Background: an optimization exercise with open tools, aiming at small area, a short achievable clock period and few clock cycles per item. Do not read the settings as production practice.
Where RTL was checked, it was by simulation tests only, not by an equivalence proof against the original.
The RTL of runs 4 and 5 was laid out without a check of its function.

===== flow/design.v =====
`timescale 1ns/1ns
package sparse_cfg_pkg;
  localparam int LANES_DEF = 4;
  localparam int DATA_W_DEF = 8;
  localparam int ACC_W_DEF = 24;
  localparam int SHIFT_DEF = 4;
endpackage
`timescale 1ns/1ns
package ctrl_pkg;
  typedef enum logic [1:0] {
    IDLE  = 2'd0,
    ACCUM = 2'd1,
    DRAIN = 2'd2,
    HOLD  = 2'd3
  } ctrl_state_e;
  typedef enum logic [1:0] {
    MAC_HOLD  = 2'd0,
    MAC_START = 2'd1,
    MAC_ACC   = 2'd2,
    MAC_LAST  = 2'd3
  } mac_op_e;
endpackage
`timescale 1ns/1ns
module sparse_decoder #(
  parameter int LANES  = 4,
  parameter int DATA_W = 8
) (
  input  logic [LANES*DATA_W-1:0] act_packed,
  input  logic [LANES-1:0]        act_mask,
  output logic [LANES*DATA_W-1:0] lanes_d
);
  always_comb begin
    int idx;
    idx = 0;
    for (int i = 0; i < LANES; i++) begin
      lanes_d[i*DATA_W +: DATA_W] = '0;
      if (act_mask[i]) begin
        lanes_d[i*DATA_W +: DATA_W] = act_packed[idx*DATA_W +: DATA_W];
        idx = idx + 1;
      end
    end
  end
endmodule
`timescale 1ns/1ns
module mac_lanes #(
  parameter int LANES  = 4,
  parameter int DATA_W = 8,
  parameter int ACC_W  = 24
) (
  input  logic                    clk,
  input  logic [LANES*DATA_W-1:0] lanes_d,
  input  logic                    accept,
  input  logic                    weight_load,
  input  logic [LANES*DATA_W-1:0] weight_word,
  input  logic                    s1_en,
  input  logic                    acc_en,
  input  logic                    acc_clr,
  output logic [LANES*ACC_W-1:0]  acc_lanes
);
  localparam int NL = 5;
  logic [LANES*DATA_W-1:0] weight_q;
  logic [LANES*DATA_W-1:0] act_q;
  logic [NL-1:0]           lo_d  [LANES];
  logic [15:NL]            hs_d  [LANES];
  logic [15:NL]            hc_d  [LANES];
  logic [NL-1:0]           q_lo  [LANES];
  logic [15:NL]            q_hs  [LANES];
  logic [15:NL]            q_hc  [LANES];
  logic [ACC_W-1:0]        acc_q   [LANES];
  logic [ACC_W-1:0]        acc_sum [LANES];
  for (genvar i = 0; i < LANES; i++) begin : g_lane
    mul_tree mul (
      .a(act_q[i*DATA_W +: DATA_W]), .w(weight_q[i*DATA_W +: DATA_W]),
      .lo(lo_d[i]), .hi_s(hs_d[i]), .hi_c(hc_d[i])
    );
    acc_add add (
      .acc_in(acc_clr ? '0 : acc_q[i]),
      .lo(q_lo[i]), .hi_s(q_hs[i]), .hi_c(q_hc[i]), .sum(acc_sum[i])
    );
    assign acc_lanes[i*ACC_W +: ACC_W] = acc_q[i];
  end
  always_ff @(posedge clk) begin
    if (weight_load) begin
      weight_q <= weight_word;
    end
    if (accept) begin
      act_q <= lanes_d;
    end
    if (s1_en) begin
      for (int i = 0; i < LANES; i++) begin
        q_lo[i] <= lo_d[i];
        q_hs[i] <= hs_d[i];
        q_hc[i] <= hc_d[i];
      end
    end
    if (acc_en) begin
      for (int i = 0; i < LANES; i++) begin
        acc_q[i] <= acc_sum[i];
      end
    end
  end
endmodule
module mul_tree (
  input  logic [7:0]  a,
  input  logic [7:0]  w,
  output logic [4:0]  lo,       
  output logic [15:5] hi_s,     
  output logic [15:5] hi_c
);
  logic pp0_0;
  logic pp0_1;
  logic pp0_2;
  logic pp0_3;
  logic pp0_4;
  logic pp0_5;
  logic pp0_6;
  logic pp0_7;
  logic pp1_0;
  logic pp1_1;
  logic pp1_2;
  logic pp1_3;
  logic pp1_4;
  logic pp1_5;
  logic pp1_6;
  logic pp1_7;
  logic pp2_0;
  logic pp2_1;
  logic pp2_2;
  logic pp2_3;
  logic pp2_4;
  logic pp2_5;
  logic pp2_6;
  logic pp2_7;
  logic pp3_0;
  logic pp3_1;
  logic pp3_2;
  logic pp3_3;
  logic pp3_4;
  logic pp3_5;
  logic pp3_6;
  logic pp3_7;
  logic pp4_0;
  logic pp4_1;
  logic pp4_2;
  logic pp4_3;
  logic pp4_4;
  logic pp4_5;
  logic pp4_6;
  logic pp4_7;
  logic pp5_0;
  logic pp5_1;
  logic pp5_2;
  logic pp5_3;
  logic pp5_4;
  logic pp5_5;
  logic pp5_6;
  logic pp5_7;
  logic pp6_0;
  logic pp6_1;
  logic pp6_2;
  logic pp6_3;
  logic pp6_4;
  logic pp6_5;
  logic pp6_6;
  logic pp6_7;
  logic pp7_0;
  logic pp7_1;
  logic pp7_2;
  logic pp7_3;
  logic pp7_4;
  logic pp7_5;
  logic pp7_6;
  logic pp7_7;
  logic s1;
  logic c2;
  logic s3;
  logic c4;
  logic s5;
  logic c6;
  logic s7;
  logic c8;
  logic s9;
  logic c10;
  logic s11;
  logic c12;
  logic s13;
  logic c14;
  logic s15;
  logic c16;
  logic s17;
  logic c18;
  logic s19;
  logic c20;
  logic s21;
  logic c22;
  logic s23;
  logic c24;
  logic s25;
  logic c26;
  logic s27;
  logic c28;
  logic s29;
  logic c30;
  logic s31;
  logic c32;
  logic s33;
  logic c34;
  logic s35;
  logic c36;
  logic s37;
  logic c38;
  logic s39;
  logic c40;
  logic s41;
  logic c42;
  logic s43;
  logic c44;
  logic s45;
  logic c46;
  logic s47;
  logic c48;
  logic s49;
  logic c50;
  logic s51;
  logic c52;
  logic s53;
  logic c54;
  logic s55;
  logic c56;
  logic s57;
  logic c58;
  logic s59;
  logic c60;
  logic s61;
  logic c62;
  logic s63;
  logic c64;
  logic s65;
  logic c66;
  logic s67;
  logic c68;
  logic s69;
  logic c70;
  logic s71;
  logic c72;
  logic s73;
  logic c74;
  logic s75;
  logic c76;
  logic s77;
  logic c78;
  logic s79;
  logic c80;
  logic s81;
  logic c82;
  logic s83;
  logic c84;
  logic s85;
  logic c86;
  logic s87;
  logic c88;
  logic s89;
  logic c90;
  logic s91;
  logic c92;
  logic s93;
  logic c94;
  logic s95;
  logic c96;
  logic s97;
  logic c98;
  logic s99;
  logic c100;
  logic s101;
  logic c102;
  logic s103;
  logic c104;
  logic s105;
  logic c106;
  logic s107;
  logic c108;
  logic s109;
  logic c110;
  logic s111;
  logic c112;
  logic s113;
  logic c114;
  assign pp0_0 = a[0] & w[0];
  assign pp0_1 = a[1] & w[0];
  assign pp0_2 = a[2] & w[0];
  assign pp0_3 = a[3] & w[0];
  assign pp0_4 = a[4] & w[0];
  assign pp0_5 = a[5] & w[0];
  assign pp0_6 = a[6] & w[0];
  assign pp0_7 = a[7] & w[0];
  assign pp1_0 = a[0] & w[1];
  assign pp1_1 = a[1] & w[1];
  assign pp1_2 = a[2] & w[1];
  assign pp1_3 = a[3] & w[1];
  assign pp1_4 = a[4] & w[1];
  assign pp1_5 = a[5] & w[1];
  assign pp1_6 = a[6] & w[1];
  assign pp1_7 = a[7] & w[1];
  assign pp2_0 = a[0] & w[2];
  assign pp2_1 = a[1] & w[2];
  assign pp2_2 = a[2] & w[2];
  assign pp2_3 = a[3] & w[2];
  assign pp2_4 = a[4] & w[2];
  assign pp2_5 = a[5] & w[2];
  assign pp2_6 = a[6] & w[2];
  assign pp2_7 = a[7] & w[2];
  assign pp3_0 = a[0] & w[3];
  assign pp3_1 = a[1] & w[3];
  assign pp3_2 = a[2] & w[3];
  assign pp3_3 = a[3] & w[3];
  assign pp3_4 = a[4] & w[3];
  assign pp3_5 = a[5] & w[3];
  assign pp3_6 = a[6] & w[3];
  assign pp3_7 = a[7] & w[3];
  assign pp4_0 = a[0] & w[4];
  assign pp4_1 = a[1] & w[4];
  assign pp4_2 = a[2] & w[4];
  assign pp4_3 = a[3] & w[4];
  assign pp4_4 = a[4] & w[4];
  assign pp4_5 = a[5] & w[4];
  assign pp4_6 = a[6] & w[4];
  assign pp4_7 = a[7] & w[4];
  assign pp5_0 = a[0] & w[5];
  assign pp5_1 = a[1] & w[5];
  assign pp5_2 = a[2] & w[5];
  assign pp5_3 = a[3] & w[5];
  assign pp5_4 = a[4] & w[5];
  assign pp5_5 = a[5] & w[5];
  assign pp5_6 = a[6] & w[5];
  assign pp5_7 = a[7] & w[5];
  assign pp6_0 = a[0] & w[6];
  assign pp6_1 = a[1] & w[6];
  assign pp6_2 = a[2] & w[6];
  assign pp6_3 = a[3] & w[6];
  assign pp6_4 = a[4] & w[6];
  assign pp6_5 = a[5] & w[6];
  assign pp6_6 = a[6] & w[6];
  assign pp6_7 = a[7] & w[6];
  assign pp7_0 = ~(a[0] & w[7]);
  assign pp7_1 = ~(a[1] & w[7]);
  assign pp7_2 = ~(a[2] & w[7]);
  assign pp7_3 = ~(a[3] & w[7]);
  assign pp7_4 = ~(a[4] & w[7]);
  assign pp7_5 = ~(a[5] & w[7]);
  assign pp7_6 = ~(a[6] & w[7]);
  assign pp7_7 = ~(a[7] & w[7]);
  assign s1 = pp0_6 ^ pp1_5;
  assign c2 = pp0_6 & pp1_5;
  assign s3 = pp0_7 ^ pp1_6 ^ pp2_5;
  assign c4 = (pp0_7 & pp1_6) | (pp0_7 & pp2_5) | (pp1_6 & pp2_5);
  assign s5 = pp3_4 ^ pp4_3 ^ pp5_2;
  assign c6 = (pp3_4 & pp4_3) | (pp3_4 & pp5_2) | (pp4_3 & pp5_2);
  assign s7 = pp1_7 ^ pp2_6 ^ pp3_5;
  assign c8 = (pp1_7 & pp2_6) | (pp1_7 & pp3_5) | (pp2_6 & pp3_5);
  assign s9 = pp4_4 ^ pp5_3;
  assign c10 = pp4_4 & pp5_3;
  assign s11 = pp2_7 ^ pp3_6 ^ pp4_5;
  assign c12 = (pp2_7 & pp3_6) | (pp2_7 & pp4_5) | (pp3_6 & pp4_5);
  assign s13 = pp0_4 ^ pp1_3;
  assign c14 = pp0_4 & pp1_3;
  assign s15 = pp0_5 ^ pp1_4 ^ pp2_3;
  assign c16 = (pp0_5 & pp1_4) | (pp0_5 & pp2_3) | (pp1_4 & pp2_3);
  assign s17 = pp3_2 ^ pp4_1;
  assign c18 = pp3_2 & pp4_1;
  assign s19 = pp2_4 ^ pp3_3 ^ pp4_2;
  assign c20 = (pp2_4 & pp3_3) | (pp2_4 & pp4_2) | (pp3_3 & pp4_2);
  assign s21 = pp5_1 ^ pp6_0 ^ s1;
  assign c22 = (pp5_1 & pp6_0) | (pp5_1 & s1) | (pp6_0 & s1);
  assign s23 = pp6_1 ^ pp7_0 ^ 1'b1;
  assign c24 = (pp6_1 & pp7_0) | (pp6_1 & 1'b1) | (pp7_0 & 1'b1);
  assign s25 = c2 ^ s3 ^ s5;
  assign c26 = (c2 & s3) | (c2 & s5) | (s3 & s5);
  assign s27 = pp6_2 ^ pp7_1 ^ s9;
  assign c28 = (pp6_2 & pp7_1) | (pp6_2 & s9) | (pp7_1 & s9);
  assign s29 = c4 ^ c6 ^ s7;
  assign c30 = (c4 & c6) | (c4 & s7) | (c6 & s7);
  assign s31 = pp5_4 ^ pp6_3 ^ pp7_2;
  assign c32 = (pp5_4 & pp6_3) | (pp5_4 & pp7_2) | (pp6_3 & pp7_2);
  assign s33 = c10 ^ c8 ^ s11;
  assign c34 = (c10 & c8) | (c10 & s11) | (c8 & s11);
  assign s35 = pp3_7 ^ pp4_6 ^ pp5_5;
  assign c36 = (pp3_7 & pp4_6) | (pp3_7 & pp5_5) | (pp4_6 & pp5_5);
  assign s37 = pp6_4 ^ pp7_3 ^ c12;
  assign c38 = (pp6_4 & pp7_3) | (pp6_4 & c12) | (pp7_3 & c12);
  assign s39 = pp4_7 ^ pp5_6 ^ pp6_5;
  assign c40 = (pp4_7 & pp5_6) | (pp4_7 & pp6_5) | (pp5_6 & pp6_5);
  assign s41 = pp0_3 ^ pp1_2;
  assign c42 = pp0_3 & pp1_2;
  assign s43 = pp2_2 ^ pp3_1 ^ pp4_0;
  assign c44 = (pp2_2 & pp3_1) | (pp2_2 & pp4_0) | (pp3_1 & pp4_0);
  assign s45 = pp5_0 ^ c14 ^ s17;
  assign c46 = (pp5_0 & c14) | (pp5_0 & s17) | (c14 & s17);
  assign s47 = c18 ^ c16 ^ s19;
  assign c48 = (c18 & c16) | (c18 & s19) | (c16 & s19);
  assign s49 = c20 ^ s23 ^ c22;
  assign c50 = (c20 & s23) | (c20 & c22) | (s23 & c22);
  assign s51 = c24 ^ s27 ^ c26;
  assign c52 = (c24 & s27) | (c24 & c26) | (s27 & c26);
  assign s53 = s31 ^ c28 ^ c30;
  assign c54 = (s31 & c28) | (s31 & c30) | (c28 & c30);
  assign s55 = c32 ^ s35 ^ c34;
  assign c56 = (c32 & s35) | (c32 & c34) | (s35 & c34);
  assign s57 = pp7_4 ^ c36 ^ s39;
  assign c58 = (pp7_4 & c36) | (pp7_4 & s39) | (c36 & s39);
  assign s59 = pp5_7 ^ pp6_6 ^ pp7_5;
  assign c60 = (pp5_7 & pp6_6) | (pp5_7 & pp7_5) | (pp6_6 & pp7_5);
  assign s61 = pp0_2 ^ pp1_1;
  assign c62 = pp0_2 & pp1_1;
  assign s63 = pp2_1 ^ pp3_0 ^ s41;
  assign c64 = (pp2_1 & pp3_0) | (pp2_1 & s41) | (pp3_0 & s41);
  assign s65 = c42 ^ s13 ^ s43;
  assign c66 = (c42 & s13) | (c42 & s43) | (s13 & s43);
  assign s67 = c44 ^ s15 ^ s45;
  assign c68 = (c44 & s15) | (c44 & s45) | (s15 & s45);
  assign s69 = c46 ^ s21 ^ s47;
  assign c70 = (c46 & s21) | (c46 & s47) | (s21 & s47);
  assign s71 = c48 ^ s25 ^ s49;
  assign c72 = (c48 & s25) | (c48 & s49) | (s25 & s49);
  assign s73 = s29 ^ c50 ^ s51;
  assign c74 = (s29 & c50) | (s29 & s51) | (c50 & s51);
  assign s75 = s33 ^ c52 ^ s53;
  assign c76 = (s33 & c52) | (s33 & s53) | (c52 & s53);
  assign s77 = s37 ^ c54 ^ s55;
  assign c78 = (s37 & c54) | (s37 & s55) | (c54 & s55);
  assign s79 = c38 ^ s57 ^ c56;
  assign c80 = (c38 & s57) | (c38 & c56) | (s57 & c56);
  assign s81 = c40 ^ s59 ^ c58;
  assign c82 = (c40 & s59) | (c40 & c58) | (s59 & c58);
  assign s83 = pp6_7 ^ pp7_6 ^ c60;
  assign c84 = (pp6_7 & pp7_6) | (pp6_7 & c60) | (pp7_6 & c60);
  assign s85 = pp0_1 ^ pp1_0;
  assign c86 = pp0_1 & pp1_0;
  assign s87 = pp2_0 ^ s61 ^ c86;
  assign c88 = (pp2_0 & s61) | (pp2_0 & c86) | (s61 & c86);
  assign s89 = c62 ^ s63 ^ c88;
  assign c90 = (c62 & s63) | (c62 & c88) | (s63 & c88);
  assign s91 = c64 ^ s65 ^ c90;
  assign c92 = (c64 & s65) | (c64 & c90) | (s65 & c90);
  assign s93 = c66 ^ s67 ^ c92;
  assign c94 = (c66 & s67) | (c66 & c92) | (s67 & c92);
  assign s95 = c66 ^ s67;
  assign c96 = c66 & s67;
  assign s97 = c68 ^ s69;
  assign c98 = c68 & s69;
  assign s99 = c70 ^ s71;
  assign c100 = c70 & s71;
  assign s101 = c72 ^ s73;
  assign c102 = c72 & s73;
  assign s103 = c74 ^ s75;
  assign c104 = c74 & s75;
  assign s105 = c76 ^ s77;
  assign c106 = c76 & s77;
  assign s107 = c78 ^ s79;
  assign c108 = c78 & s79;
  assign s109 = s81 ^ c80;
  assign c110 = s81 & c80;
  assign s111 = s83 ^ c82;
  assign c112 = s83 & c82;
  assign s113 = pp7_7 ^ c84;
  assign c114 = pp7_7 & c84;
  assign lo = {s91, s89, s87, s85, pp0_0};
  assign hi_s = {c114, c112, c110, c108, c106, c104, c102, c100, c98, c96, c92};
  assign hi_c = {1'b0, s113, s111, s109, s107, s105, s103, s101, s99, s97, s95};
endmodule
module acc_add (
  input  logic [23:0] acc_in,
  input  logic [4:0]  lo,
  input  logic [15:5] hi_s,
  input  logic [15:5] hi_c,
  output logic [23:0] sum
);
  logic s1;
  logic c2;
  logic s3;
  logic c4;
  logic s5;
  logic c6;
  logic s7;
  logic c8;
  logic s9;
  logic c10;
  logic s11;
  logic c12;
  logic s13;
  logic c14;
  logic s15;
  logic c16;
  logic s17;
  logic c18;
  logic s19;
  logic c20;
  logic s21;
  logic c22;
  logic s23;
  logic c24;
  logic s25;
  logic c26;
  logic s27;
  logic c28;
  logic s29;
  logic c30;
  logic s31;
  logic c32;
  logic s33;
  logic c34;
  logic s35;
  logic c36;
  logic s37;
  logic c38;
  logic s39;
  logic c40;
  logic [23:0] row_a, row_b;
  assign s1 = acc_in[15] ^ hi_s[15];
  assign c2 = acc_in[15] & hi_s[15];
  assign s3 = acc_in[5] ^ hi_s[5];
  assign c4 = acc_in[5] & hi_s[5];
  assign s5 = acc_in[6] ^ hi_s[6] ^ hi_c[6];
  assign c6 = (acc_in[6] & hi_s[6]) | (acc_in[6] & hi_c[6]) | (hi_s[6] & hi_c[6]);
  assign s7 = acc_in[7] ^ hi_s[7] ^ hi_c[7];
  assign c8 = (acc_in[7] & hi_s[7]) | (acc_in[7] & hi_c[7]) | (hi_s[7] & hi_c[7]);
  assign s9 = acc_in[8] ^ hi_s[8] ^ hi_c[8];
  assign c10 = (acc_in[8] & hi_s[8]) | (acc_in[8] & hi_c[8]) | (hi_s[8] & hi_c[8]);
  assign s11 = acc_in[9] ^ hi_s[9] ^ hi_c[9];
  assign c12 = (acc_in[9] & hi_s[9]) | (acc_in[9] & hi_c[9]) | (hi_s[9] & hi_c[9]);
  assign s13 = acc_in[10] ^ hi_s[10] ^ hi_c[10];
  assign c14 = (acc_in[10] & hi_s[10]) | (acc_in[10] & hi_c[10]) | (hi_s[10] & hi_c[10]);
  assign s15 = acc_in[11] ^ hi_s[11] ^ hi_c[11];
  assign c16 = (acc_in[11] & hi_s[11]) | (acc_in[11] & hi_c[11]) | (hi_s[11] & hi_c[11]);
  assign s17 = acc_in[12] ^ hi_s[12] ^ hi_c[12];
  assign c18 = (acc_in[12] & hi_s[12]) | (acc_in[12] & hi_c[12]) | (hi_s[12] & hi_c[12]);
  assign s19 = acc_in[13] ^ hi_s[13] ^ hi_c[13];
  assign c20 = (acc_in[13] & hi_s[13]) | (acc_in[13] & hi_c[13]) | (hi_s[13] & hi_c[13]);
  assign s21 = acc_in[14] ^ hi_s[14] ^ hi_c[14];
  assign c22 = (acc_in[14] & hi_s[14]) | (acc_in[14] & hi_c[14]) | (hi_s[14] & hi_c[14]);
  assign s23 = hi_c[15] ^ 1'b1 ^ s1;
  assign c24 = (hi_c[15] & 1'b1) | (hi_c[15] & s1) | (1'b1 & s1);
  assign s25 = acc_in[16] ^ 1'b1 ^ c2;
  assign c26 = (acc_in[16] & 1'b1) | (acc_in[16] & c2) | (1'b1 & c2);
  assign s27 = acc_in[17] ^ 1'b1;
  assign c28 = acc_in[17] & 1'b1;
  assign s29 = acc_in[18] ^ 1'b1;
  assign c30 = acc_in[18] & 1'b1;
  assign s31 = acc_in[19] ^ 1'b1;
  assign c32 = acc_in[19] & 1'b1;
  assign s33 = acc_in[20] ^ 1'b1;
  assign c34 = acc_in[20] & 1'b1;
  assign s35 = acc_in[21] ^ 1'b1;
  assign c36 = acc_in[21] & 1'b1;
  assign s37 = acc_in[22] ^ 1'b1;
  assign c38 = acc_in[22] & 1'b1;
  assign s39 = acc_in[23] ^ 1'b1;
  assign c40 = acc_in[23] & 1'b1;
  assign row_a = {c38, c36, c34, c32, c30, c28, c26, c24, c22, c20, c18, c16, c14, c12, c10, c8, c6, c4, hi_c[5], acc_in[4], acc_in[3], acc_in[2], acc_in[1], acc_in[0]};
  assign row_b = {s39, s37, s35, s33, s31, s29, s27, s25, s23, s21, s19, s17, s15, s13, s11, s9, s7, s5, s3, lo[4], lo[3], lo[2], lo[1], lo[0]};
  assign sum = row_a + row_b;
endmodule
`timescale 1ns/1ns
module result_encoder #(
  parameter int LANES     = 4,
  parameter int DATA_W    = 8,
  parameter int ACC_W     = 24,
  parameter int OUT_SHIFT = 4
) (
  input  logic                    clk,
  input  logic [LANES*ACC_W-1:0]  acc_lanes,
  input  logic                    out_load,
  output logic [LANES*DATA_W-1:0] out_packed,
  output logic [LANES-1:0]        out_mask
);
  localparam logic signed [ACC_W-1:0] Q_MAX = ACC_W'((1 << DATA_W) - 1);
  logic [LANES*DATA_W-1:0] packed_d;
  logic [LANES-1:0]        mask_d;
  always_comb begin
    logic signed [ACC_W-1:0] shifted;
    logic [DATA_W-1:0]       q;
    int                      idx;
    idx      = 0;
    packed_d = '0;
    for (int i = 0; i < LANES; i++) begin
      shifted = $signed(acc_lanes[i*ACC_W +: ACC_W]) >>> OUT_SHIFT;
      if (shifted < 0) begin
        q = '0;
      end else if (shifted > Q_MAX) begin
        q = '1;
      end else begin
        q = shifted[DATA_W-1:0];
      end
      mask_d[i] = |q;
      if (|q) begin
        packed_d[idx*DATA_W +: DATA_W] = q;
        idx = idx + 1;
      end
    end
  end
  always_ff @(posedge clk) begin
    if (out_load) begin
      out_packed <= packed_d;
      out_mask   <= mask_d;
    end
  end
endmodule
`timescale 1ns/1ns
module flow_controller (
  input  logic clk,
  input  logic rst_n,
  input  logic weights_valid,
  output logic weights_ready,
  input  logic act_valid,
  input  logic act_last,
  output logic act_ready,
  output logic out_valid,
  input  logic out_ready,
  output logic accept,       
  output logic weight_load,
  output logic s1_en,        
  output logic acc_en,       
  output logic acc_clr,      
  output logic out_load      
);
  logic in_group;
  logic v0, last0, first0;
  logic v1, last1, first1;
  logic pend;
  logic stall;
  logic v0_n, v1_n, pend_n, out_valid_n, in_group_n, act_ready_n, first1_n, acc_en_n;
  assign accept      = act_valid && act_ready;
  assign weight_load = weights_valid && weights_ready;
  assign stall    = pend && out_valid;
  assign s1_en    = !stall;
  assign out_load = pend && !stall;
  always_comb begin
    in_group_n  = accept ? !act_last : in_group;
    v0_n        = accept || (v0 && stall);
    v1_n        = stall ? v1 : v0;
    pend_n      = stall ? pend : (v1 && last1);
    out_valid_n = out_load || (out_valid && !out_ready);
    act_ready_n = !(v0_n && pend_n && out_valid_n);
    first1_n    = stall ? first1 : first0;
    acc_en_n    = v1_n && !(pend_n && out_valid_n);
  end
  always_ff @(posedge clk or negedge rst_n) begin
    if (!rst_n) begin
      in_group      <= 1'b0;
      v0            <= 1'b0;
      v1            <= 1'b0;
      pend          <= 1'b0;
      out_valid     <= 1'b0;
      act_ready     <= 1'b0;
      weights_ready <= 1'b0;
      acc_en        <= 1'b0;
      acc_clr       <= 1'b0;
    end else begin
      in_group      <= in_group_n;
      v0            <= v0_n;
      v1            <= v1_n;
      pend          <= pend_n;
      out_valid     <= out_valid_n;
      act_ready     <= act_ready_n;
      weights_ready <= act_ready_n && !in_group_n;
      acc_en        <= acc_en_n;
      acc_clr       <= acc_en_n && first1_n;
    end
  end
  always_ff @(posedge clk) begin
    if (accept) begin
      last0  <= act_last;
      first0 <= !in_group;
    end
    if (s1_en) begin
      last1  <= last0;
      first1 <= first0;
    end
  end
endmodule
`timescale 1ns/1ns
module sparse_top #(
  parameter int LANES     = sparse_cfg_pkg::LANES_DEF,
  parameter int DATA_W    = sparse_cfg_pkg::DATA_W_DEF,
  parameter int ACC_W     = sparse_cfg_pkg::ACC_W_DEF,
  parameter int OUT_SHIFT = sparse_cfg_pkg::SHIFT_DEF
) (
  input  logic                    clk,
  input  logic                    rst_n,
  input  logic [LANES*DATA_W-1:0] weights_in,
  input  logic                    weights_valid,
  output logic                    weights_ready,
  input  logic [LANES*DATA_W-1:0] act_packed,
  input  logic [LANES-1:0]        act_mask,
  input  logic                    act_last,
  input  logic                    act_valid,
  output logic                    act_ready,
  output logic [LANES*DATA_W-1:0] out_packed,
  output logic [LANES-1:0]        out_mask,
  output logic                    out_valid,
  input  logic                    out_ready
);
  logic [LANES*DATA_W-1:0] lanes_d;
  logic [LANES*ACC_W-1:0]  acc_lanes;
  logic accept, weight_load, s1_en, acc_en, acc_clr, out_load;
  flow_controller controller (
    .clk(clk), .rst_n(rst_n),
    .weights_valid(weights_valid), .weights_ready(weights_ready),
    .act_valid(act_valid), .act_last(act_last), .act_ready(act_ready),
    .out_valid(out_valid), .out_ready(out_ready),
    .accept(accept), .weight_load(weight_load),
    .s1_en(s1_en), .acc_en(acc_en), .acc_clr(acc_clr), .out_load(out_load)
  );
  sparse_decoder #(.LANES(LANES), .DATA_W(DATA_W)) decoder (
    .act_packed(act_packed), .act_mask(act_mask), .lanes_d(lanes_d)
  );
  mac_lanes #(.LANES(LANES), .DATA_W(DATA_W), .ACC_W(ACC_W)) mac (
    .clk(clk),
    .lanes_d(lanes_d), .accept(accept),
    .weight_load(weight_load), .weight_word(weights_in),
    .s1_en(s1_en), .acc_en(acc_en), .acc_clr(acc_clr), .acc_lanes(acc_lanes)
  );
  result_encoder #(
    .LANES(LANES), .DATA_W(DATA_W), .ACC_W(ACC_W), .OUT_SHIFT(OUT_SHIFT)
  ) encoder (
    .clk(clk),
    .acc_lanes(acc_lanes), .out_load(out_load),
    .out_packed(out_packed), .out_mask(out_mask)
  );
endmodule

===== flow/run.sh =====
#!/bin/bash
# synth_recipe.tcl (not shown) runs the flow's synth.tcl, then flattens the netlist and writes it again
# the make line also repeats each setting of config.mk as NAME=value (left out here)
make -C /OpenROAD-flow-scripts/flow DESIGN_CONFIG=/design/flow/config.mk WORK_HOME=/design/flow/orfs CLKGATE_MAP_FILE= SYNTH_SCRIPT=/design/flow/synth_recipe.tcl finish

===== flow/constraint.sdc =====
create_clock -name core_clock -period 7.0 [get_ports {clk}]
set_input_delay 1.4000 -clock core_clock [delete_from_list [all_inputs] [get_ports {clk}]]
set_output_delay 1.4000 -clock core_clock [all_outputs]
set_load 0.01 [all_outputs]

===== flow/config.mk =====
export PLATFORM = sky130hd
export DESIGN_NAME = sparse_top
export DESIGN_NICKNAME = sparse_top
export VERILOG_FILES = /design/flow/design.v
export SDC_FILE = /design/flow/constraint.sdc
export NUM_CORES = 4
export LEC_CHECK = 0
export CAP_MARGIN = 20
export CORE_MARGIN = 2
export CORE_UTILIZATION = 40
export SETUP_SLACK_MARGIN = 3
export SLEW_MARGIN = 20

==> results.json, run 1 <==
{
  "gr-total-overflow": 0,
  "critical_path_class": "flip-flop to flip-flop",
  "multi_input_area_um2": 13000,
  "crit_family": "compound AO/OA/AOI/OAI gates",
  "path_cells": "buf_8, nor2b_1, fa_1, ha_1, a21o_1, a21o_1, a21o_1, a21o_1, a21oi_1, a2bb2oi_1, o31ai_2, o41ai_1, xnor2_1",
  "start_kind": "flip-flop",
  "synth-seq-area-share_pct": 40.0,
  "maxSlewViolCount": 0,
  "track_usage_pct": 16.7,
  "hold_viol": 0,
  "fmax_mhz": 261,
  "grt_pass1_wl_um": 81000,
  "clk_pin_slew_ns": 0.06,
  "nets": 2664,
  "fillers": 5295,
  "rr_worst_depth": 13,
  "syn_avg_cell_area_um2": 11.3,
  "status": "finished clean",
  "htree_levels": 2,
  "synthFlopType": "edfxtp_1",
  "ys_types": 75,
  "r2r-end": "mac.acc_q[3][22]$_DFFE_PP_",
  "route.vias.total": 15100,
  "numPortBuffers": 112,
  "drt-pass1-iter-count": 7,
  "finalSetupViolCount": 0,
  "synth.cell_area_um2": 23400,
  "cts_root_buf": "clkbuf_16",
  "min_period_over_period_pct": 54.7,
  "synth_mux_area_share_pct": 2.02,
  "ios": 113,
  "cts_tree": "built",
  "r2r-start": "controller.acc_clr$_DFF_PN0_",
  "routedWlPerCell_um": 16.3,
  "end_kind": "flip-flop",
  "fin_skew_ns": 0.0196,
  "clk_path_buf_depth": 3,
  "tightest_slew_ns": 0.929,
  "cpMaxStageDelayCell": "dfrtp_4",
  "final_core_util_pct": 47.0,
  "dp_hpwl_um": 38000,
  "critPathMaxFanout": 43,
  "layout_commonest_cell": "edfxtp_1",
  "drive_gt1_share_pct": 6.82,
  "critPathArrivalTime_ns": 4.13,
  "antenna_found_initial": 0,
  "synth_top_family_by_area": "adder cells",
  "drv_cap": 0,
  "core_area_um2": 57700,
  "synth_cells": 2066,
  "hold_depth": 0,
  "crit_required_ns": 7.30,
  "place_congestion": 0.858,
  "synth_simple_gate_area_share_pct": 15.4,
  "grt_max_degree": 61,
  "die_area_um2": 60400,
  "hold_end": "controller.last1$_DFFE_PN_",
  "die_h_um": 246,
  "start_util_pct": 40.5,
  "synth_fp_nets": 2517,
  "diodes": 0,
  "die_x_um": 246,
  "final_cell_mix": "edfxtp_1, inv_1, and2_1",
  "hold_start": "controller.last0$_DFFE_PP_",
  "dr.first_iter.drc_count": 827,
  "cpPeakStageDelay_ns": 0.55,
  "synthAdderAreaFrac_pct": 26.4,
  "viasPerCell": 5.03,
  "cp_num_buf_inv": 1,
  "hold_buffers": 0,
  "async_flop_share_pct": 2.88,
  "seqCellArea_um2": 9350,
  "first_global_vias": 15800,
  "tns_ns": 0,
  "yosys_warnings": 16,
  "drc": 0,
  "ys_seq_elements": 313,
  "rsz0062_at_grt": "yes",
  "synth-xor-area-share_pct": 3.11,
  "hp-class": "flip-flop to flip-flop",
  "regToRegSetupSlack_ns": 3.17,
  "drt_wl_total_um": 49100,
  "synth_edf_count": 303,
  "synth_compound_area_share_pct": 7.98,
  "critPathMostFrequentCell": "a21o_1",
  "ant_nets": 0,
  "clock_latency_ns": 0.56,
  "row_count": 88,
  "numCtsBuffers": 39,
  "syn_to_final_growth_pct": 15.9,
  "cts_sinks": 313,
  "period_needed_ns": 3.83,
  "slew_headroom_pct": 38.1
}
## sequential cells by signal, summed over array words and instances, names as in the netlist, 4 cells and up
| name | flops |
|---|---|
| mac.act_q | 32 |
| mac.q_lo | 20 |
| mac.q_hs | 44 |
| mac.q_hc | 40 |
| encoder.out_packed | 32 |
| encoder.out_mask | 4 |
| mac.acc_q | 96 |
| mac.weight_q | 32 |
## synth_stat cells (all sizes together), types with 12 or more instances
library cell    n  area [um2]
o22ai          12        75.1
and2          226        1410
nor3           22         115
a21oi          94         489
nor4           16         130
clkbuf         20        75.1
xor2           22         193
a21o           30         225
ha            184        2300
mux4           16         360
inv           294        1100
xnor2          61         534
fa            193        3860
nand2b         40         250
o21ai          39         195
nor2b          71         444
a22o           14         123
nand3          27         135
edfxtp        303        9100
or2            12        77.6
nor2          128         485
nand2         108         405
## worst max path at each step
stage	start	end	slack, ns	depth (start not counted)
2_1_floorplan	act_mask[0]	mac.act_q[24]$_SDFFCE_PN0P_	3.08	8
3_3_place_gp	act_mask[0]	mac.act_q[30]$_SDFFCE_PN0P_	2.47	6
3_5_place_dp	act_mask[0]	mac.act_q[31]$_SDFFCE_PN0P_	2.34	6
4_1_cts	mac.acc_q[1][19]$_DFFE_PP_	encoder.out_packed[30]$_DFFE_PP_	3.00	15
5_1_grt	controller.acc_clr$_DFF_PN0_	mac.acc_q[3][23]$_DFFE_PP_	2.95	13
6_report	controller.acc_clr$_DFF_PN0_	mac.acc_q[3][22]$_DFFE_PP_	3.17	13
## cells by family after synthesis
| family | count (synthesis) |
|---|---|
| xor gates and xnor gates | 83 |
| AOI/OAI and AO/OA | 279 |
| buffers and inverters | 317 |
| adders and majority gates | 377 |
| muxes | 27 |
| and+or+nand+nor | 670 |
| DFF | 313 |
## layer usage
layer	track usage [%]	wire, um
met2	28.6	23500
met4	4.47	1220
met5	0	0
met1	21.8	22200
met3	2.83	2160
## per-stage QoR
| stage | cells | cell area, um2 | hold WS [ns] | worst slack (ns) |
|---|---|---|---|---|
| after floorplan | 2066 | 23400 | 0.400 | 3.08 |
| after global placement | 2926 | 25400 | 0.403 | 2.47 |
| after detailed placement | 2926 | 25400 | 0.407 | 2.34 |
| after CTS | 3002 | 26900 | 0.420 | 3.00 |
| after global routing | 3007 | 27100 | 0.426 | 2.95 |
| final | 3007 | 27100 | 0.418 | 3.17 |
## area by class of cell
type	count	share of cell area, %
Multi-Input combinational cell	1436	48.0
Sequential cell	313	34.5
Timing Repair Buffer	128	4.78
Inverter	295	4.09
Clock buffer	48	3.96
Tap cell	765	3.53
Clock inverter	22	1.09
## what timing repair did
item / CTS / global route
gates resized for setup: 14 / 23
endpoints found under the hold margin: 0 / 0
setup endpoints to repair: 55 / 56
setup buffers: 6 / 4
pin swaps: 6 / 5
Testbench counts, summed over its fixed seeds: cycles 11,168, groups 2,400.
==> inputs of run 2 (changes only) <==
--- a/flow/config.mk
+++ b/flow/config.mk
@@ -5,6 +5,7 @@
 export SDC_FILE = /design/flow/constraint.sdc
 export NUM_CORES = 4
 export LEC_CHECK = 0
+export ABC_CLOCK_PERIOD_IN_PS = 3000
 export CAP_MARGIN = 20
 export CORE_MARGIN = 2
 export CORE_UTILIZATION = 40
==> run 2 against run 1 <==
Effect of this change:
- sequential share of layout area did not move
- cell area stayed put
- non-clock buffer count stayed put
- final cell count did not move
- global-route usage unchanged
- critical endpoint unchanged
- highest routed layer unchanged
- maximum frequency unchanged
- clock-buffer cell count is the same
- die area unchanged
- area after synthesis unchanged
==> results.json, run 2 <==
{
  "status": "finished clean",
  "ios": 113,
  "cp_num_buf_inv": 1,
  "track_usage_pct": 16.7,
  "path_cells": "buf_8, nor2b_1, fa_1, ha_1, a21o_1, a21o_1, a21o_1, a21o_1, a21oi_1, a2bb2oi_1, o31ai_2, o41ai_1, xnor2_1",
  "gr-total-overflow": 0,
  "maxSlewViolCount": 0,
  "synth_cells": 2066,
  "largest_register_ffs": 96,
  "tns_ns": 0,
  "die_x_um": 246,
  "end_kind": "flip-flop",
  "synthTopCellsByCount": "edfxtp_1, inv_1, and2_1",
  "place_congestion": 0.858,
  "fmax_mhz": 261,
  "synth_most_common_cell": "edfxtp_1",
  "clk_pin_slew_ns": 0.06,
  "synthFlopType": "edfxtp_1",
  "critPathArrivalTime_ns": 4.13,
  "cts_sinks": 313,
  "ys_types": 75,
  "ys_seq_elements": 313,
  "cpMaxStageDelayCell": "dfrtp_4",
  "row_count": 88,
  "drc": 0,
  "first_global_vias": 15800,
  "critical_path_class": "flip-flop to flip-flop",
  "syn_to_final_growth_pct": 15.9,
  "viasPerCell": 5.03,
  "critPathMostFrequentCell": "a21o_1",
  "largest_register": "mac.acc_q",
  "async_flop_share_pct": 2.88,
  "fillers": 5295,
  "numCtsBuffers": 39,
  "start_kind": "flip-flop",
  "hold_depth": 0,
  "regToRegSetupSlack_ns": 3.17,
  "drive_gt1_share_pct": 6.82,
  "synth_top_area_share_pct": 38.9,
  "core_area_um2": 57700,
  "tightest_slew_ns": 0.929,
  "nets": 2664,
  "antenna_found_initial": 0,
  "drt_wl_total_um": 49100,
  "dr.first_iter.drc_count": 827,
  "rr_worst_depth": 13,
  "cts_root_buf": "clkbuf_16",
  "final_cell_mix": "edfxtp_1, inv_1, and2_1",
  "diodes": 0,
  "hp-class": "flip-flop to flip-flop",
  "hold_end": "controller.last1$_DFFE_PN_",
  "period_needed_ns": 3.83,
  "numPortBuffers": 112,
  "synth.cell_area_um2": 23400,
  "fin_area_um2": 27100,
  "syn_avg_cell_area_um2": 11.3,
  "synth_edf_count": 303,
  "start_util_pct": 40.5,
  "hold_start": "controller.last0$_DFFE_PP_",
  "hold_buffers": 0,
  "synth_fp_nets": 2517,
  "crit_required_ns": 7.30,
  "synth-seq-area-share_pct": 40.0,
  "htree_levels": 2,
  "yosys_warnings": 16,
  "grt_max_degree": 61,
  "clock_latency_ns": 0.56,
  "drv_cap": 0,
  "rsz0062_at_grt": "yes",
  "r2r-start": "controller.acc_clr$_DFF_PN0_",
  "cts_tree": "built",
  "critPathMaxFanout": 43,
  "die_area_um2": 60400,
  "cpPeakStageDelay_ns": 0.55,
  "route.vias.total": 15100,
  "synth_top_area_cell": "edfxtp_1",
  "die_h_um": 246,
  "clk_path_buf_depth": 3,
  "finalSetupViolCount": 0,
  "hold_viol": 0,
  "ant_nets": 0,
  "r2r-end": "mac.acc_q[3][22]$_DFFE_PP_",
  "crit_family": "compound AO/OA/AOI/OAI gates",
  "synthTopCellsByArea": "edfxtp_1, fa_1, ha_1, and2_1, inv_1",
  "drt-pass1-iter-count": 7,
  "slew_headroom_pct": 38.1,
  "layout_commonest_cell": "edfxtp_1",
  "largestRegisters": "mac.acc_q: 96 flops, mac.q_hs: 44 flops, mac.q_hc: 40 flops",
  "fin_skew_ns": 0.0196,
  "dp_hpwl_um": 38000,
  "crit_path_start": "controller.acc_clr$_DFF_PN0_",
  "place_area_um2": 25400,
  "grt_pass1_wl_um": 81000,
  "routedWlPerCell_um": 16.3,
  "whs_ns": 0.418,
  "min_period_over_period_pct": 54.7
}
run 2: worst max path at each step:
stage                                                  end  slack [ns]  depth (start not counted)
after floorplan                mac.act_q[24]$_SDFFCE_PN0P_        3.08                          8
after global placement         mac.act_q[30]$_SDFFCE_PN0P_        2.47                          6
after CTS                 encoder.out_packed[30]$_DFFE_PP_        3.00                         15
final                           mac.acc_q[3][22]$_DFFE_PP_        3.17                         13
after detailed placement       mac.act_q[31]$_SDFFCE_PN0P_        2.34                          6
after global routing            mac.acc_q[3][23]$_DFFE_PP_        2.95                         13
run 2: layout make-up:
| class | count | area [um2] | area share, % |
|---|---|---|---|
| Multi-Input combinational cell | 1436 | 13000 | 48.0 |
| Sequential cell | 313 | 9350 | 34.5 |
| Timing Repair Buffer | 128 | 1290 | 4.78 |
| Inverter | 295 | 1110 | 4.09 |
| Clock buffer | 48 | 1070 | 3.96 |
| Tap cell | 765 | 957 | 3.53 |
| Clock inverter | 22 | 295 | 1.09 |
run 2: what timing repair did:
item | CTS | global route
gates resized for setup | 14 | 23
pin swaps | 6 | 5
setup endpoints to repair | 55 | 56
gates cloned | 0 | 0
setup buffers | 6 | 4
run 2: kinds of logic after synthesis:
group | after synthesis | synth area share [%]
AO/OA/AOI/OAI | 279 | 7.98
XOR/XNOR | 83 | 3.11
adder cells (fa/ha/maj) | 377 | 26.4
buffers and inverters | 317 | 5.11
flip-flops | 313 | 40.0
multiplexers | 27 | 2.02
AND/OR/NAND/NOR | 670 | 15.4
run 2: routing by layer:
layer  up-vias  wire length (um)  GRT usage (%)  share of wire, %
met2       331             23500           28.6                48
met5         -                 0              0                 0
met3        85              2160           2.83               4.4
met1      7406             22200           21.8                45
li1       7298                 -              -                 -
met4         0              1220           4.47               2.5
run 2: stage by stage:
stage	utilization (%)	cells	worst slack (ns)
3_3_place_gp	44.1	2926	2.47
6_report	47.0	3007	3.17
3_5_place_dp	44.1	2926	2.34
5_1_grt	47.0	3007	2.95
2_1_floorplan	-	2066	3.08
4_1_cts	46.7	3002	3.00
==> inputs of run 3 (changes only) <==
--- a/flow/config.mk
+++ b/flow/config.mk
@@ -5,9 +5,8 @@
 export SDC_FILE = /design/flow/constraint.sdc
 export NUM_CORES = 4
 export LEC_CHECK = 0
-export ABC_CLOCK_PERIOD_IN_PS = 3000
 export CAP_MARGIN = 20
 export CORE_MARGIN = 2
 export CORE_UTILIZATION = 40
-export SETUP_SLACK_MARGIN = 3
+export SETUP_SLACK_MARGIN = 4
 export SLEW_MARGIN = 20
==> run 3 against run 2 <==
Effect of this change:
- worst hold slack better by 0.0074 ns
- via count is 5.9% higher
- global-route usage grew 1.3 points
- setup slack gained 0.23 ns
- clock-buffer cell count decreased by 6
- highest routed layer unchanged
- area after synthesis stayed put
- still clean
- core utilization up 6.7 points
- flip-flop and latch count did not move
- register-to-register slack improved by 0.23 ns
- first-iteration DRC count down 0.97%
==> results.json, run 3 <==
{
  "status": "finished clean",
  "rsz0062_at_grt": "yes",
  "critPathArrivalTime_ns": 3.99,
  "drc": 0,
  "min_period_over_period_pct": 51.5,
  "fmax_mhz": 278,
  "critical_path_class": "flip-flop to flip-flop",
  "crit_required_ns": 7.38,
  "die_x_um": 246,
  "gr-total-overflow": 0,
  "largest_register_ffs": 96,
  "place_area_um2": 25900,
  "first_global_vias": 16700,
  "slew_headroom_pct": 31.8,
  "synth.cell_area_um2": 23400,
  "hold_viol": 0,
  "drt_wl_total_um": 54300,
  "ios": 113,
  "end_kind": "flip-flop",
  "synth_top_area_cell": "edfxtp_1",
  "nets": 2861,
  "clk_path_buf_depth": 3,
  "grt_max_degree": 74,
  "start_kind": "flip-flop",
  "synth_cells": 2066,
  "ys_types": 75,
  "syn_avg_cell_area_um2": 11.3,
  "tns_ns": 0,
  "route.vias.total": 16000,
  "drive_gt1_share_pct": 29.7,
  "viasPerCell": 5.00,
  "ant_nets": 0,
  "dp_hpwl_um": 37700,
  "start_util_pct": 40.5,
  "largestRegisters": "mac.acc_q: 96 flops, mac.q_hs: 44 flops, mac.q_hc: 40 flops",
  "clk_pin_slew_ns": 0.06,
  "critPathMostFrequentCell": "buf_12",
  "die_area_um2": 60400,
  "synth_fp_nets": 2517,
  "numPortBuffers": 112,
  "synthFlopType": "edfxtp_1",
  "diodes": 0,
  "cpMaxStageDelayCell": "dfrtp_4",
  "hp-class": "flip-flop to flip-flop",
  "setup_slack_ns": 3.40,
  "synth_edf_count": 303,
  "htree_levels": 2,
  "row_count": 88,
  "synthTopCellsByArea": "edfxtp_1, fa_1, ha_1, and2_1, inv_1",
  "yosys_warnings": 16,
  "finalSetupViolCount": 0,
  "synth_most_common_cell": "edfxtp_1",
  "clock_latency_ns": 0.55,
  "tightest_slew_ns": 1.02,
  "critPathMaxFanout": 6,
  "grt_pass1_wl_um": 86300,
  "core_area_um2": 57700,
  "numCtsBuffers": 38,
  "antenna_found_initial": 2,
  "dp_slack_ns": 2.56,
  "cts_root_buf": "clkbuf_16",
  "maxSlewViolCount": 0,
  "final_cell_mix": "edfxtp_1, inv_1, and2_1",
  "synthTopCellsByCount": "edfxtp_1, inv_1, and2_1",
  "drt-pass1-iter-count": 5,
  "async_flop_share_pct": 2.88,
  "period_needed_ns": 3.60,
  "layout_commonest_cell": "edfxtp_1",
  "track_usage_pct": 18.0,
  "largest_register": "mac.acc_q",
  "cpPeakStageDelay_ns": 0.50,
  "ys_seq_elements": 313,
  "fin_area_um2": 31000,
  "cts_sinks": 313,
  "syn_to_final_growth_pct": 32.4,
  "place_congestion": 0.884,
  "cts_tree": "built",
  "routedWlPerCell_um": 17.0,
  "synth-seq-area-share_pct": 40.0,
  "synth_top_area_share_pct": 38.9,
  "dr.first_iter.drc_count": 819,
  "path_cells": "buf_12, buf_12, nor2_4, fa_1, ha_2, a21oi_1, and3_4, a21oi_4, nor4_4, o31ai_2, or4_4, and3_1, a311oi_2",
  "die_h_um": 246,
  "drv_cap": 0,
  "fin_skew_ns": 0.0177
}
[run 3: final timing paths]
check                                             start  slack, ns                     endpoint  cells after the start
setup / recovery           controller.acc_clr$_DFF_PN0_       3.40   mac.acc_q[1][23]$_DFFE_PP_                     13
hold / removal               controller.last0$_DFFE_PP_       0.43   controller.last1$_DFFE_PN_                      0
setup reg to reg           controller.acc_clr$_DFF_PN0_       3.40   mac.acc_q[1][23]$_DFFE_PP_                     13
hold reg to reg              controller.last0$_DFFE_PP_       0.43   controller.last1$_DFFE_PN_                      0
max in group asynchronous                         rst_n       5.55  controller.acc_en$_DFF_PN0_                      1
min in group asynchronous                         rst_n       1.14      controller.v0$_DFF_PN0_                      1
[run 3: final cells by class]
class,count,area [um2]
fill,4816,26700
tap,765,957
multi-input combinational,1436,15000
sequential,313,9350
clock inverter,26,340
clock buffer,42,987
timing repair buffer,326,3170
inverter,295,1110
[run 3: critical path: cells and delay by family, from the launching register on]
family | cells | cell delay, ns
AOI/OAI and AO/OA | 4 | 0.70
adders and majority gates | 2 | 0.75
buffers and inverters | 2 | 0.30
DFF | 1 | 0.50
and+or+nand+nor | 5 | 1.17
[run 3: what timing repair did]
action,in CTS,in global routing
hold buffers,0,0
buffers inserted,157,48
cloned,4,0
resized for setup,265,224
setup endpoints to repair,144,138
pin swaps,146,150
[run 3: logic make-up after synthesis]
| kind of cell | Yosys count | share of synthesized area, % |
|---|---|---|
| AND/OR/NAND/NOR | 670 | 15.4 |
| buffers and inverters | 317 | 5.11 |
| XOR/XNOR | 83 | 3.11 |
| AO/OA/AOI/OAI | 279 | 7.98 |
| flip-flops | 313 | 40.0 |
| multiplexers | 27 | 2.02 |
| adder cells (fa/ha/maj) | 377 | 26.4 |
[run 3: through the flow]
stage / hold slack, ns / cells / util, %
3_5_place_dp: 0.416 / 2925 / 44.9
2_1_floorplan: 0.400 / 2066 / -
4_1_cts: 0.423 / 3154 / 51.4
5_1_grt: 0.451 / 3203 / 53.7
6_report: 0.425 / 3203 / 53.7
3_3_place_gp: 0.403 / 2925 / 44.9
[run 3: layer usage]
metal  wire length, um  global-route usage (%)  vias up
met2             26600                    30.4      370
met1             23200                    22.5     7825
met5                 0                       0        -
met3              2610                    3.26      126
li1                  -                       -     7693
met4              2020                    7.74        0
==> inputs of run 4 (changes only) <==
--- a/flow/design.v
+++ b/flow/design.v
@@ -572,30 +572,40 @@
   output logic [LANES*DATA_W-1:0] out_packed,
   output logic [LANES-1:0]        out_mask
 );
-  localparam logic signed [ACC_W-1:0] Q_MAX = ACC_W'((1 << DATA_W) - 1);
   logic [LANES*DATA_W-1:0] packed_d;
   logic [LANES-1:0]        mask_d;
+  logic [DATA_W-1:0] q  [LANES];
+  logic [LANES-1:0]  nz;
   always_comb begin
-    logic signed [ACC_W-1:0] shifted;
-    logic [DATA_W-1:0]       q;
-    int                      idx;
-    idx      = 0;
-    packed_d = '0;
     for (int i = 0; i < LANES; i++) begin
-      shifted = $signed(acc_lanes[i*ACC_W +: ACC_W]) >>> OUT_SHIFT;
-      if (shifted < 0) begin
-        q = '0;
-      end else if (shifted > Q_MAX) begin
-        q = '1;
-      end else begin
-        q = shifted[DATA_W-1:0];
+      logic [ACC_W-1:0] a;
+      logic             neg, ovf;
+      a     = acc_lanes[i*ACC_W +: ACC_W];
+      neg   = a[ACC_W-1];
+      ovf   = |a[ACC_W-2:OUT_SHIFT+DATA_W];
+      q[i]  = (a[OUT_SHIFT +: DATA_W] | {DATA_W{ovf}}) & {DATA_W{!neg}};
+      nz[i] = !neg && (ovf || (|a[OUT_SHIFT +: DATA_W]));
+    end
+  end
+  always_comb begin
+    logic [LANES-1:0] sel [LANES];    
+    for (int k = 0; k < LANES; k++) begin
+      sel[k] = '0;
+    end
+    for (int j = 0; j < LANES; j++) begin
+      for (int m = 0; m < (1 << j); m++) begin
+        if ((nz & LANES'((1 << j) - 1)) == LANES'(m)) begin
+          sel[$countones(m)][j] = 1'b1;
+        end
       end
-      mask_d[i] = |q;
-      if (|q) begin
-        packed_d[idx*DATA_W +: DATA_W] = q;
-        idx = idx + 1;
+    end
+    for (int k = 0; k < LANES; k++) begin
+      packed_d[k*DATA_W +: DATA_W] = '0;
+      for (int j = k; j < LANES; j++) begin
+        packed_d[k*DATA_W +: DATA_W] = packed_d[k*DATA_W +: DATA_W] | (q[j] & {DATA_W{sel[k][j]}});
       end
     end
+    mask_d = nz;
   end
   always_ff @(posedge clk) begin
     if (out_load) begin
--- a/flow/config.mk
+++ b/flow/config.mk
@@ -8,5 +8,5 @@
 export CAP_MARGIN = 20
 export CORE_MARGIN = 2
 export CORE_UTILIZATION = 40
-export SETUP_SLACK_MARGIN = 4
+export SETUP_SLACK_MARGIN = 3
 export SLEW_MARGIN = 20
==> run 4 against run 3 <==
Effect of this change:
- synthesized cell count up 9.0%
- first-iteration DRC count is 6.2% higher
- die area grew 3.5%
- cell area down 11%
- routed wire length decreased by 2.2%
- non-clock buffer count shrank 207
- clock-buffer cell count rose by 9
- critical path depth fell by 1
- critical endpoint is now mac.acc_q[3][19]$_DFFE_PP_
- highest routed layer unchanged
==> results.json, run 4 <==
{
  "route.vias.total": 16000,
  "first_global_vias": 16500,
  "synth_cells": 2251,
  "grt_pass1_wl_um": 86500,
  "clk_pin_slew_ns": 0.06,
  "crit_family": "adder cells",
  "track_usage_pct": 17.2,
  "syn_to_final_growth_pct": 14.0,
  "critPathArrivalTime_ns": 4.16,
  "synthTopCellsByArea": "edfxtp_1, fa_1, ha_1, inv_1, and2_1",
  "dr.first_iter.drc_count": 870,
  "end_kind": "flip-flop",
  "synthFlopType": "edfxtp_1",
  "cts_tree": "built",
  "synthTopCellsByCount": "inv_1, edfxtp_1, fa_1",
  "largest_register": "mac.acc_q",
  "largestRegisters": "mac.acc_q: 96 flops, mac.q_hs: 44 flops, mac.q_hc: 40 flops",
  "drive_gt1_share_pct": 5.15,
  "status": "finished clean",
  "die_x_um": 250,
  "drt_wl_total_um": 53100,
  "die_area_um2": 62500,
  "ys_seq_elements": 313,
  "clock_latency_ns": 0.56,
  "gr-total-overflow": 0,
  "synth_top_area_cell": "edfxtp_1",
  "antenna_found_initial": 1,
  "nets": 2825,
  "yosys_warnings": 18,
  "maxSlewViolCount": 0,
  "min_period_over_period_pct": 55.1,
  "cpMaxStageDelayCell": "dfrtp_4",
  "rsz0062_at_grt": "yes",
  "synth.cell_area_um2": 24200,
  "hold_buffers": 0,
  "ant_nets": 0,
  "cts_root_buf": "clkbuf_16",
  "grt_max_degree": 67,
  "async_flop_share_pct": 2.88,
  "syn_avg_cell_area_um2": 10.8,
  "hp-class": "flip-flop to flip-flop",
  "synth_top_area_share_pct": 37.6,
  "cpPeakStageDelay_ns": 0.61,
  "cp_num_buf_inv": 2,
  "synth_edf_count": 303,
  "largest_register_ffs": 96,
  "slew_headroom_pct": 32.6,
  "hold_viol": 0,
  "drc": 0,
  "ios": 113,
  "critPathMaxFanout": 46,
  "final_cell_mix": "inv_1, edfxtp_1, fa_1",
  "path_cells": "buf_6, nand2b_1, fa_1, inv_1, ha_1, and3_1, and2_1, a2111oi_4, nor2_1, a221oi_2, o21ai_1, xor2_1",
  "numCtsBuffers": 39,
  "cts_sinks": 313,
  "final_core_util_pct": 45.9,
  "drt-pass1-iter-count": 7,
  "tns_ns": 0,
  "numPortBuffers": 112,
  "critical_path_class": "flip-flop to flip-flop",
  "synth-seq-area-share_pct": 38.6,
  "place_congestion": 0.876,
  "start_kind": "flip-flop",
  "ys_types": 84,
  "routedWlPerCell_um": 16.7,
  "viasPerCell": 5.01,
  "htree_levels": 2,
  "dp_hpwl_um": 41200,
  "period_needed_ns": 3.86,
  "die_h_um": 250,
  "drv_cap": 0,
  "layout_commonest_cell": "inv_1",
  "tightest_slew_ns": 1.01,
  "crit_required_ns": 7.30,
  "synth_most_common_cell": "inv_1",
  "fmax_mhz": 259,
  "start_util_pct": 40.3,
  "row_count": 90,
  "synth_fp_nets": 2699,
  "finalSetupViolCount": 0,
  "clk_path_buf_depth": 3,
  "core_area_um2": 60100,
  "fin_skew_ns": 0.0166
}
run 4: changes by cell type after synthesis, sizes merged, moves of 13 or more:
cell    delta
o21ai     +15
and2      -47
xnor2     -16
inv      +145
a22o      -14
nand2b    +34
a21o      +13
o21bai    +18
nor2      -40
nand2     +39
run 4: what timing repair did:
action / CTS / global route
endpoints found under the setup margin: 4 / 15
gates resized for setup: 1 / 5
setup buffers: 0 / 1
run 4: path summary, 6_finish.rpt:
check / startpoint / endpoint / slack, ns / cells past startpoint
min in group asynchronous: rst_n / controller.v0$_DFF_PN0_ / 1.15 / 1
hold / removal: controller.last0$_DFFE_PP_ / controller.last1$_DFFE_PN_ / 0.43 / 0
max in group asynchronous: rst_n / controller.acc_en$_DFF_PN0_ / 5.53 / 1
setup reg to reg: controller.acc_clr$_DFF_PN0_ / mac.acc_q[3][19]$_DFFE_PP_ / 3.14 / 12
setup / recovery: controller.acc_clr$_DFF_PN0_ / mac.acc_q[3][19]$_DFFE_PP_ / 3.14 / 12
hold reg to reg: controller.last0$_DFFE_PP_ / controller.last1$_DFFE_PN_ / 0.43 / 0
run 4: area by class of cell:
type	instances	area, um2
Sequential cell	313	9350
Timing Repair Buffer	119	1200
Inverter	440	1650
Multi-Input combinational cell	1464	13100
Clock buffer	51	1090
Fill cell	5612	32500
Tap cell	782	978
Antenna cell	1	2.50
Clock inverter	19	224
run 4: logic make-up after synthesis:
| kind of cell | share of synthesized area (%) |
|---|---|
| AO/OA/AOI/OAI | 9.16 |
| XOR/XNOR | 2.74 |
| adder cells (fa/ha/maj) | 25.3 |
| buffers and inverters | 7.39 |
| flip-flops | 38.6 |
| multiplexers | 2.15 |
| AND/OR/NAND/NOR | 14.7 |
run 4: metrics by stage:
stage,hold WS [ns],instances,setup WS (ns),area (um2)
2_1_floorplan,0.400,2251,3.04,24200
3_3_place_gp,0.401,3116,2.53,26200
3_5_place_dp,0.413,3116,2.45,26200
4_1_cts,0.426,3186,3.02,27500
5_1_grt,0.451,3188,2.99,27600
6_report,0.426,3189,3.14,27600
run 4: per-layer routing:
metal	part of all wire (%)	global-route usage (%)	vias to the layer above
met5	0	0	-
met4	3.2	5.89	0
met3	4.4	2.53	90
met2	46	28.4	391
met1	46	23.1	7725
li1	-	-	7756
run 4: worst register-to-register path: cells and delay by family (launching register included):
| kind | cells | cell delay (ns) |
|---|---|---|
| fa+ha+maj | 2 | 0.90 |
| buf+inv | 2 | 0.32 |
| xor+xnor | 1 | 0.15 |
| simple gates | 4 | 0.79 |
| compound gates | 3 | 0.85 |
| flops | 1 | 0.61 |
==> inputs of run 5 (changes only) <==
--- a/flow/config.mk
+++ b/flow/config.mk
@@ -5,6 +5,7 @@
 export SDC_FILE = /design/flow/constraint.sdc
 export NUM_CORES = 4
 export LEC_CHECK = 0
+export ABC_AREA = 1
 export CAP_MARGIN = 20
 export CORE_MARGIN = 2
 export CORE_UTILIZATION = 40
==> run 5 against run 4 <==
Effect of this change:
- first-iteration DRC count rose by 58%
- highest routed layer unchanged
- critical endpoint is now mac.acc_q[0][18]$_DFFE_PP_
- still clean
- final cell count is 40% higher
- worst hold slack got worse by 0.014 ns
==> results.json, run 5 <==
{
  "status": "finished clean",
  "gr-total-overflow": 0,
  "layout_commonest_cell": "nand2_1",
  "slew_headroom_pct": 26.7,
  "synth_most_common_cell": "nand2_1",
  "cts_sinks": 313,
  "dp_slack_ns": 2.64,
  "drt_wl_total_um": 62400,
  "start_kind": "flip-flop",
  "hold_viol": 0,
  "min_period_over_period_pct": 51.2,
  "use_met2_pct": 27.3,
  "synth-seq-area-share_pct": 34.7,
  "routedWlPerCell_um": 14.0,
  "row_count": 95,
  "grt_pass1_wl_um": 103000,
  "clk_path_buf_depth": 3,
  "viasPerCell": 4.55,
  "synth_top_area_cell": "edfxtp_1",
  "largest_register": "mac.acc_q",
  "cts_setup_buffers": 0,
  "critPathMaxFanout": 49,
  "synth_cells": 3482,
  "tightest_slew_ns": 1.10,
  "yosys_warnings": 18,
  "dr.first_iter.drc_count": 1376,
  "ys_types": 41,
  "maxSlewViolCount": 0,
  "place_congestion": 0.913,
  "synthFlopType": "edfxtp_1",
  "synth_top_area_share_pct": 33.8,
  "first_global_vias": 19600,
  "route.vias.total": 20200,
  "track_usage_pct": 18.4,
  "drv_cap": 0,
  "tns_ns": 0,
  "hp-class": "flip-flop to flip-flop",
  "clk_pin_slew_ns": 0.06,
  "numCtsBuffers": 38,
  "setup_slack_ns": 3.42,
  "dp_hpwl_um": 49600,
  "period_needed_ns": 3.58,
  "ys_seq_elements": 313,
  "finalSetupViolCount": 0,
  "ant_nets": 0,
  "htree_levels": 2,
  "numPortBuffers": 112,
  "die_h_um": 263,
  "largest_register_ffs": 96,
  "syn_to_final_growth_pct": 12.0,
  "drc": 0,
  "critical_path_class": "flip-flop to flip-flop",
  "grtUsageMet1_pct": 28.3,
  "synth_fp_nets": 3930,
  "async_flop_share_pct": 2.88,
  "final_cell_mix": "nand2_1, inv_1, edfxtp_1",
  "grt_max_degree": 79,
  "core_area_um2": 66900,
  "synthTopCellsByCount": "nand2_1, inv_1, edfxtp_1",
  "die_area_um2": 69400,
  "synth.cell_area_um2": 26900,
  "syn_avg_cell_area_um2": 7.73,
  "drive_gt1_share_pct": 2.68,
  "antenna_found_initial": 0,
  "fillers": 6622,
  "rsz0062_at_grt": "no",
  "cts_tree": "built",
  "drt-pass1-iter-count": 5,
  "start_util_pct": 40.2,
  "ios": 113,
  "largestRegisters": "mac.acc_q: 96 flops, mac.q_hs: 44 flops, mac.q_hc: 40 flops",
  "cts_root_buf": "clkbuf_16",
  "die_x_um": 263,
  "crit_required_ns": 7.31,
  "gr-usage-met3_pct": 2.28,
  "fin_skew_ns": 0.0271,
  "critPathArrivalTime_ns": 3.90,
  "synth_edf_count": 303,
  "fmax_mhz": 279,
  "clock_latency_ns": 0.58,
  "nets": 3999,
  "grt_busiest_layer": "met1",
  "synthTopCellsByArea": "edfxtp_1, nand2_1, fa_1, inv_1, ha_1",
  "end_kind": "flip-flop",
  "diodes": 0
}
-- run 5: per-layer routing --
layer	part of all wire, %	routed length (um)
met1	52	32400
met2	41	25500
met3	5.2	3220
met4	2.1	1300
met5	0	0
-- run 5: path summary, 6_finish.rpt --
check,to,depth (start not counted),start,slack [ns]
max,mac.acc_q[0][18]$_DFFE_PP_,12,controller.acc_clr$_DFF_PN0_,3.42
min,controller.last1$_DFFE_PN_,0,controller.last0$_DFFE_PP_,0.41
max reg2reg,mac.acc_q[0][18]$_DFFE_PP_,12,controller.acc_clr$_DFF_PN0_,3.42
min reg2reg,controller.last1$_DFFE_PN_,0,controller.last0$_DFFE_PP_,0.41
max in group asynchronous,controller.acc_en$_DFF_PN0_,1,rst_n,5.58
min in group asynchronous,controller.weights_ready$_DFF_PN0_,1,rst_n,1.11
-- run 5: worst max-delay path, stage by stage (launching register included) --
cell and delay, ns:
dfrtp_2 0.41, inv_2 0.71, nand2_1 0.21, fa_1 0.60
inv_1 0.04, ha_1 0.37, nand2_1 0.13, nor2_1 0.25
nand3_1 0.11, nand3_1 0.15, nand2_1 0.12, nand3_1 0.09
nand2_1 0.06
-- run 5: repair_timing --
action | 4_1_cts | 5_1_grt
hold buffers | 0 | 0
resized for setup | 0 | 1
endpoints found under the setup margin | 0 | 8
-- run 5: through the flow --
step / utilization (%) / cells / instance area, um2 / hold slack [ns]
6_report: 45.0 / 4454 / 30100 / 0.412
5_1_grt: 45.0 / 4454 / 30100 / 0.424
4_1_cts: 45.0 / 4454 / 30100 / 0.421
3_5_place_dp: 43.1 / 4384 / 28800 / 0.406
2_1_floorplan: - / 3482 / 26900 / 0.400
3_3_place_gp: 43.1 / 4384 / 28800 / 0.404
-- run 5: area by class of cell --
cell class / count / area [um2] / area share, %
clock inverters: 20 / 238 / 0.789
well taps: 873 / 1090 / 3.62
clock buffers: 50 / 1080 / 3.58
multi-input cells: 2096 / 13500 / 44.8
inverters: 983 / 3690 / 12.2
flip-flops and latches: 313 / 9350 / 31.0
repair buffers: 119 / 1180 / 3.90
-- run 5: cells by family (layout without fill, tap and decap cells) --
group           count (synthesis)  in the layout  share of synthesized area (%)
fa+ha+maj                     374            374                           22.7
flops                         313            313                           34.7
simple gates                 1526           1526                           22.9
compound gates                147            147                           2.94
xor+xnor                       49             49                           1.59
buf+inv                      1073           1172                           15.1

afterwards: timing with drivers on the ports:
No port has a modelled driver above. Below, the same layouts with a new extraction and two added sets of constraints.
Step 1 sets driving cells, clkbuf_16 on the clock port and buf_2 on the other inputs (assumed; they add their load-dependent delay and slew).
Step 2, shift: input delay + t, output delay - t, t = (earliest + latest rising clock arrival at the registers) / 2. This alone moves slack from input paths to output paths.
Slacks: ideal / step 1 / step 2; pairs: ideal / step 1.
| run | shift t [ns] | slack for setup (ns) | latest minus earliest clock arrival (ns) |
|---|---|---|---|
| run 1 | 0.601 | 3.169 / 3.169 / 2.868 | 0.024 / 0.024 |
| run 2 | 0.601 | 3.169 / 3.169 / 2.868 | 0.024 / 0.024 |
| run 3 | 0.601 | 3.397 / 3.397 / 3.397 | 0.021 / 0.020 |
| run 4 | 0.611 | 3.143 / 3.143 / 2.581 | 0.017 / 0.017 |
| run 5 | 0.622 | 3.415 / 3.415 / 2.926 | 0.027 / 0.028 |
After both steps setup and hold are still met in every run listed. The setup slack of run 4, which loses most, moves by 0.000 ns with the drivers and by -0.562 ns with both steps.
